What follows belongs to an exercise in optimizing a design on an open flow for small area and a short achievable clock period; a production flow would make more cautious choices.
In this exercise RTL edits were held to simulation tests only and were not proved equivalent to the original.
Power is estimated from default activity; no workload was simulated.

===== run.sh =====
#!/bin/bash
# synth_recipe.tcl (not shown) runs the flow's synth.tcl, then flattens the netlist and writes it again
# the make line also repeats each setting of config.mk as NAME=value (left out here)
make -C /OpenROAD-flow-scripts/flow DESIGN_CONFIG=/design/flow/config.mk WORK_HOME=/design/flow/orfs CLKGATE_MAP_FILE= SYNTH_SCRIPT=/design/flow/synth_recipe.tcl finish

===== config.mk =====
export PLATFORM = sky130hd
export DESIGN_NAME = aixh_mxc_upper_hchain
export DESIGN_NICKNAME = aixh_mxc_upper_hchain
export VERILOG_FILES = /design/flow/design.v
export SDC_FILE = /design/flow/constraint.sdc
export NUM_CORES = 4
export LEC_CHECK = 0
export CAP_MARGIN = 20
export CORE_MARGIN = 2
export CORE_UTILIZATION = 40
export SLEW_MARGIN = 20

===== constraint.sdc =====
create_clock -name core_clock -period 5.5 [get_ports {aixh_core_clk2x}]
set_input_delay 1.1000 -clock core_clock [delete_from_list [all_inputs] [get_ports {aixh_core_clk2x}]]
set_output_delay 1.1000 -clock core_clock [all_outputs]
set_load 0.01 [all_outputs]

===== design.v =====
package aixh_mxc_upper_hchain_pkg;
    localparam int HCHAIN_TID_MAX_W = 8;
    typedef logic [HCHAIN_TID_MAX_W-1:0] hchain_tid_t;
    localparam logic [255:0] HCHAIN_DEFAULT_REPEATER_MASK = '0;
    function automatic int hchain_fifo_aw(input int depth);
        hchain_fifo_aw = (depth > 1) ? $clog2(depth) : 1;
    endfunction
    function automatic hchain_tid_t hchain_next_tid(input hchain_tid_t tid, input int ntile);
        hchain_next_tid = (int'(tid) >= ntile - 1) ? '0 : tid + hchain_tid_t'(1);
    endfunction
endpackage
module aixh_mxc_upper_bwd_fifo
#(
    parameter int DEPTH  = 4,
    parameter int DWIDTH = 64
) (
    input  logic              clk,
    input  logic              rst_n,
    input  logic              push,
    input  logic [DWIDTH-1:0] wdat,
    input  logic              pop,
    output logic [DWIDTH-1:0] rdat,
    output logic              empty,
    output logic              ovf
);
    localparam int AW = aixh_mxc_upper_hchain_pkg::hchain_fifo_aw(DEPTH);
    logic [DWIDTH-1:0] mem [DEPTH];
    logic [AW-1:0]     wptr;
    logic [AW-1:0]     rptr;
    logic [AW:0]       count;
    logic              full;
    logic              do_push;
    logic              do_pop;
    assign full    = (count == (AW+1)'(DEPTH));
    assign empty   = (count == '0);
    assign do_pop  = pop & ~empty;
    assign do_push = push & (~full | do_pop);
    assign ovf     = push & full & ~do_pop;
    assign rdat    = mem[rptr];
    always_ff @(posedge clk or negedge rst_n) begin
        if (!rst_n) begin
            wptr  <= '0;
            rptr  <= '0;
            count <= '0;
        end else begin
            if (do_push) wptr <= wptr + AW'(1);
            if (do_pop)  rptr <= rptr + AW'(1);
            case ({do_push, do_pop})
                2'b10:   count <= count + (AW+1)'(1);
                2'b01:   count <= count - (AW+1)'(1);
                default: count <= count;
            endcase
        end
    end
    always_ff @(posedge clk) begin
        if (do_push) mem[wptr] <= wdat;
    end
endmodule
module aixh_mxc_upper_hchain
#(
    parameter int               NTILE         = 8,
    parameter int               CWIDTH        = 32,
    parameter int               DWIDTH        = 64,
    parameter int               FIFO_DEPTH    = 4,
    parameter logic [NTILE-1:0] REPEATER_MASK = 8'b10101010
) (
    input  logic                      aixh_core_clk2x,
    input  logic                      aixh_core_rstn,
    input  logic                      i_fwd_vld,
    input  logic [CWIDTH-1:0]         i_fwd_cmd,
    output logic [NTILE-1:0]          o_tile_cmd_vld,
    output logic [NTILE*CWIDTH-1:0]   o_tile_cmd,
    input  logic [NTILE-1:0]          i_tile_bwd_vld,
    input  logic [NTILE*DWIDTH-1:0]   i_tile_bwd_dat,
    output logic                      o_bwd_vld,
    output logic [DWIDTH-1:0]         o_bwd_dat,
    output logic [$clog2(NTILE)-1:0]  o_bwd_tid,
    input  logic                      i_bwd_rdy,
    output logic [NTILE-1:0]          o_ovf,
    input  logic                      i_ovf_clr
);
    localparam int TIDW = $clog2(NTILE);
    logic              tile_vld [NTILE];
    logic [CWIDTH-1:0] tile_cmd [NTILE];
    for (genvar x = 0; x < NTILE; x++) begin : g_fwd
        logic              prev_vld;
        logic [CWIDTH-1:0] prev_cmd;
        if (x == 0) begin : g_src
            assign prev_vld = i_fwd_vld;
            assign prev_cmd = i_fwd_cmd;
        end else begin : g_chain
            assign prev_vld = tile_vld[x-1];
            assign prev_cmd = tile_cmd[x-1];
        end
        if (REPEATER_MASK[x]) begin : g_hop
            logic              hop_vld;
            logic [CWIDTH-1:0] hop_cmd;
            always_ff @(posedge aixh_core_clk2x or negedge aixh_core_rstn) begin
                if (!aixh_core_rstn) begin
                    hop_vld <= 1'b0;
                    hop_cmd <= '0;
                end else begin
                    hop_vld <= prev_vld;
                    if (prev_vld) hop_cmd <= prev_cmd;
                end
            end
            assign tile_vld[x] = hop_vld;
            assign tile_cmd[x] = hop_cmd;
        end else begin : g_thru
            assign tile_vld[x] = prev_vld;
            assign tile_cmd[x] = prev_cmd;
        end
        assign o_tile_cmd_vld[x]                = tile_vld[x];
        assign o_tile_cmd[x*CWIDTH +: CWIDTH]   = tile_cmd[x];
    end
    logic [DWIDTH-1:0] fifo_rdat [NTILE];
    logic [NTILE-1:0]  fifo_empty;
    logic [NTILE-1:0]  fifo_ovf;
    logic [NTILE-1:0]  fifo_pop;
    logic              load_en;
    logic              grant_vld;
    logic [TIDW-1:0]   grant;
    for (genvar x = 0; x < NTILE; x++) begin : g_bwd
        assign fifo_pop[x] = load_en & grant_vld & (grant == TIDW'(x));
        aixh_mxc_upper_bwd_fifo #(
            .DEPTH  (FIFO_DEPTH),
            .DWIDTH (DWIDTH)
        ) u_fifo (
            .clk   (aixh_core_clk2x),
            .rst_n (aixh_core_rstn),
            .push  (i_tile_bwd_vld[x]),
            .wdat  (i_tile_bwd_dat[x*DWIDTH +: DWIDTH]),
            .pop   (fifo_pop[x]),
            .rdat  (fifo_rdat[x]),
            .empty (fifo_empty[x]),
            .ovf   (fifo_ovf[x])
        );
    end
    logic              out_vld;
    logic [DWIDTH-1:0] out_dat;
    logic [TIDW-1:0]   out_tid;
    logic [TIDW-1:0]   ptr;
    logic [NTILE-1:0]  ovf_q;
    assign load_en = ~out_vld | i_bwd_rdy;
    int              rr_idx;
    logic [TIDW-1:0] rr_cand;
    always_comb begin
        grant_vld = 1'b0;
        grant     = '0;
        rr_idx    = 0;
        rr_cand   = '0;
        for (int i = 0; i < NTILE; i++) begin
            rr_idx = int'(ptr) + i;
            if (rr_idx >= NTILE) rr_idx = rr_idx - NTILE;
            rr_cand = rr_idx[TIDW-1:0];
            if (!grant_vld && !fifo_empty[rr_cand]) begin
                grant_vld = 1'b1;
                grant     = rr_cand;
            end
        end
    end
    always_ff @(posedge aixh_core_clk2x or negedge aixh_core_rstn) begin
        if (!aixh_core_rstn) begin
            out_vld <= 1'b0;
            out_dat <= '0;
            out_tid <= '0;
            ptr     <= '0;
        end else if (load_en) begin
            out_vld <= grant_vld;
            if (grant_vld) begin
                out_dat <= fifo_rdat[grant];
                out_tid <= grant;
                ptr     <= TIDW'(aixh_mxc_upper_hchain_pkg::hchain_next_tid(aixh_mxc_upper_hchain_pkg::hchain_tid_t'(grant), NTILE));
            end
        end
    end
    always_ff @(posedge aixh_core_clk2x or negedge aixh_core_rstn) begin
        if (!aixh_core_rstn) ovf_q <= '0;
        else                 ovf_q <= (ovf_q & ~{NTILE{i_ovf_clr}}) | fifo_ovf;
    end
    assign o_bwd_vld = out_vld;
    assign o_bwd_dat = out_dat;
    assign o_bwd_tid = out_tid;
    assign o_ovf   = ovf_q;
endmodule

==> results.txt <==
-- per-stage QoR --
| stage | area [um2] | hold slack [ps] | power (W) | instances |
|---|---|---|---|---|
| 2_1_floorplan | 90700 | 394 | 0.0398 | 4425 |
| 3_3_place_gp | 105000 | 489 | 0.0550 | 8211 |
| 3_5_place_dp | 105000 | 495 | 0.0552 | 8211 |
| 4_1_cts | 112000 | 229 | 0.0714 | 8647 |
| 5_1_grt | 113000 | 257 | 0.0733 | 8697 |
| 6_report | 113000 | 225 | 0.0705 | 8712 |
-- state kept, by name, summed over array words and instances (netlist names) --
signal and count:
g_bwd.u_fifo.mem 2048, g_fwd.g_hop.hop_cmd 128, out_dat 64, g_bwd.u_fifo.count 24, g_bwd.u_fifo.rptr 16, g_bwd.u_fifo.wptr 16
ovf_q 8, g_fwd.g_hop.hop_vld 4, out_tid 3, ptr 3, out_vld 1
-- power by group --
group          leakage (nW)  internal (W)  switching (W)
sequential             21.8        0.0232        0.00228
clock                  3.75       0.00919        0.00693
combinational          11.7        0.0116         0.0172
total                  37.2        0.0441         0.0264
-- metal layers --
| metal | vias to the layer above | global-route usage [%] | wire length (um) | share of wire, % |
|---|---|---|---|---|
| li1 | 20339 | - | - | - |
| met1 | 25778 | 29.8 | 107000 | 37 |
| met2 | 2129 | 41.9 | 146000 | 51 |
| met3 | 513 | 5.37 | 20500 | 7.2 |
| met4 | 84 | 9.68 | 10900 | 3.8 |
| met5 | - | 0 | 524 | 0.18 |
-- cells in the final DEF (no fill, tap or decap), types with 16 or more instances in the layout --
cell / instances
a22oi_1: 60
a21oi_1: 41
dfrtp_4: 16
clkbuf_1: 58
a221oi_1: 19
a31oi_1: 81
ha_1: 35
mux2_2: 135
clkinv_2: 35
nand2_1: 81
a22o_1: 66
xor2_1: 18
edfxtp_1: 2048
buf_4: 240
nor2_1: 109
inv_1: 58
a222oi_1: 51
mux4_2: 520
dfrtp_1: 248
nand3_1: 80
diode_2: 49
mux2i_1: 17
clkbuf_16: 233
clkdlybuf4s50_1: 894
bufinv_16: 26
o21ai_0: 76
and2_4: 34
xnor2_1: 27
buf_12: 67
clkinv_1: 40
-- cell usage after synthesis (all sizes together), types with 17 or more instances --
cell	n	area share [%]
a22o	66	0.64
a31oi	87	0.67
xnor2	27	0.26
buf	220	1.5
dfrtp	267	7.4
nor2	109	0.45
nand3	80	0.44
mux2i	17	0.19
ha	40	0.55
o21ai	89	0.50
nand2	81	0.34
a21oi	41	0.23
mux4	522	13
and2	38	0.27
inv	58	0.24
a221oi	21	0.22
clkbuf	177	0.73
a22oi	60	0.50
edfxtp	2048	68
mux2	137	1.7
xor2	18	0.17
a222oi	51	0.56
-- worst max-delay path, cell delays in order (launching register included) --
cell and delay (ps):
dfrtp_1 460, or3_1 520, mux4_2 550, a311oi_2 330
a21boi_4 300, o21ai_1 140, or4_1 420, a2bb2oi_1 190
buf_4 190, inv_1 100, ha_1 280, ha_4 210
or4_1 570, a31oi_4 200, buf_12 220, buf_12 190
a21oi_1 70, a31oi_1 220
-- cell type report --
cell class / count / share of cell area (%)
repair buffers: 1204 / 10.8
clock buffers: 299 / 5.47
diodes: 49 / 0.109
flip-flops and latches: 2315 / 60.6
inverters: 59 / 0.197
well taps: 2992 / 3.32
clock inverters: 137 / 1.48
multi-input cells: 1657 / 18.1
-- cells by family after synthesis --
logic type	synth area share [%]
compound gates	4.15
xor+xnor	0.435
mux	14.9
simple gates	2.09
buf+inv	2.50
flops	75.2
fa+ha+maj	0.729
-- repair_timing --
action	in CTS	in global routing
hold buffers	0	0
setup buffers	0	13
resized for setup	0	5
setup endpoints to repair	0	141
-- how the worst min path moves through the flow --
stage                                          start  cells past startpoint                    endpoint  slack (ps)
after floorplan               g_fwd[1].g_hop.hop_vld                      0      g_fwd[3].g_hop.hop_vld         390
after global placement     g_fwd[7].g_hop.hop_cmd[4]                      1   g_fwd[7].g_hop.hop_cmd[4]         490
after detailed placement  g_fwd[7].g_hop.hop_cmd[19]                      1  g_fwd[7].g_hop.hop_cmd[19]         490
after CTS                             aixh_core_rstn                      1  g_fwd[7].g_hop.hop_cmd[30]         230
after global routing                  aixh_core_rstn                      1  g_fwd[7].g_hop.hop_cmd[30]         260
final                                 aixh_core_rstn                      1  g_fwd[7].g_hop.hop_cmd[30]         230
==> results.ini <==
[status]
status = finished clean

[sta]
timing.fmax_mhz = 190
setup_viol = 0
setup-tns-final_ps = 0
layout_setup_ws_ps = 237
post-route-min-period_ps = 5260
hold_viol_final = 0
relSlewSlack_pct = 25.2
period_share_pct = 95.7
final_max_slew_viol_count = 0
tightest_slew_ps = 1120
grt_setup_unrepaired = false
clock_skew_ps = 83.2

[power_and_ir_drop]
vdd_drop_max_mv = 1.04
p_leak_nw = 37.2
power.density_nw_per_um2 = 626

[critical_path]
worstReg2RegEnd = out_dat[15]
arrival_ps = 6070
cp-end-kind = flop
cp_max_fo = 28
endpoint = out_dat[15]
crit_type = reg -> reg
reg2reg_depth = 17
critPathLaunchType = flop
regToRegSetupSlack_ps = 240
reg2reg_from = g_bwd[1].u_fifo.count[2]
cp-startpoint = g_bwd[1].u_fifo.count[2]
critPathRequiredTime_ps = 6310

[job]
cap_violations = 0

[synth]
synth_cell_types = 76
synth_edf_count = 2048
async_flop_share_pct = 11.5
yosys_warnings = 7
dominantRegCellSynth = edfxtp_1
syn_inst = 4425
synth_nets = 5030
synth-seq-cells = 2315
synth_area_um2 = 90600
synth_seq_area_share_pct = 75.2
syn_avg_cell_area_um2 = 20.5

[global_routing]
grt_max_degree = 96
globalRouteTotalUtil_pct = 24.3
gr-total-overflow = 0
grt_pass1_wl_um = 390000
antenna_found_initial = 148
grt_pass1_vias = 49043

[final_layout]
multi_input_area_um2 = 20400
num-nets-final = 6074
drive_gt1_share_pct = 24.5
seq_area_um2 = 68200
n_fill_cell = 18218
fin_util_pct = 50.0
syn2layout_area_growth_pct = 24.3

[drt]
ant_nets = 0
vias = 48843
wire_per_inst_um = 32.7
drcViolationCount = 0
dr.pass1.iters = 6
avgViaCountPerCell = 5.61
drt_iter0_drc = 5082
wl_um = 285000

[floorplanning]
start_util_pct = 40.3
die-area_um2 = 230000
io_pins = 897
core_area_um2 = 225000
num_rows = 174
die_h_um = 480
die_x_um = 480

[clock_network]
cts_tree = yes
clockBufferDepth = 3
cts_root_buf = clkbuf_16
cts-buffers-inserted = 232
clk_latency_ps = 920
clkTransAtPathRegs_ps = 60
clkSinkCount = 2315
htreeDepth = 4

[placement]
portBuffers = 896
gp_congestion = 0.944
preCtsSetupSlack_ps = 185
post-dp-hpwl_um = 203000

[min_path]
hold_path_class = in -> async

==> separate check: timing with driven ports <==
How much do the figures lean on ideal ports? The routed layout below was timed once more, with nothing changed but the port constraints. Step 1 sets driving cells, clkbuf_16 on the clock port and buf_2 on the other inputs (assumed; they add their load-dependent delay and slew). Step 2 adds t to the input delays and takes it off the output delays; t is the mean of the earliest and latest rising clock arrival at the registers after step 1. Input paths then give back, and output paths get back, about the clock's delay inside the block. a / b / c = ideal / step 1 / step 2; a / b = the first two.
shift t [ns]: 0.960
slack for setup (ns): 0.237 / 0.237 / 0.237
worst setup path at the end: register to register
clock arrival spread, ns: 0.089 / 0.089
slew at the worst register clock pin (ns): 0.07 / 0.07
After both steps this run still meets setup and hold. The setup slack of this run moves by 0.000 ns with the drivers and by 0.000 ns with both steps.
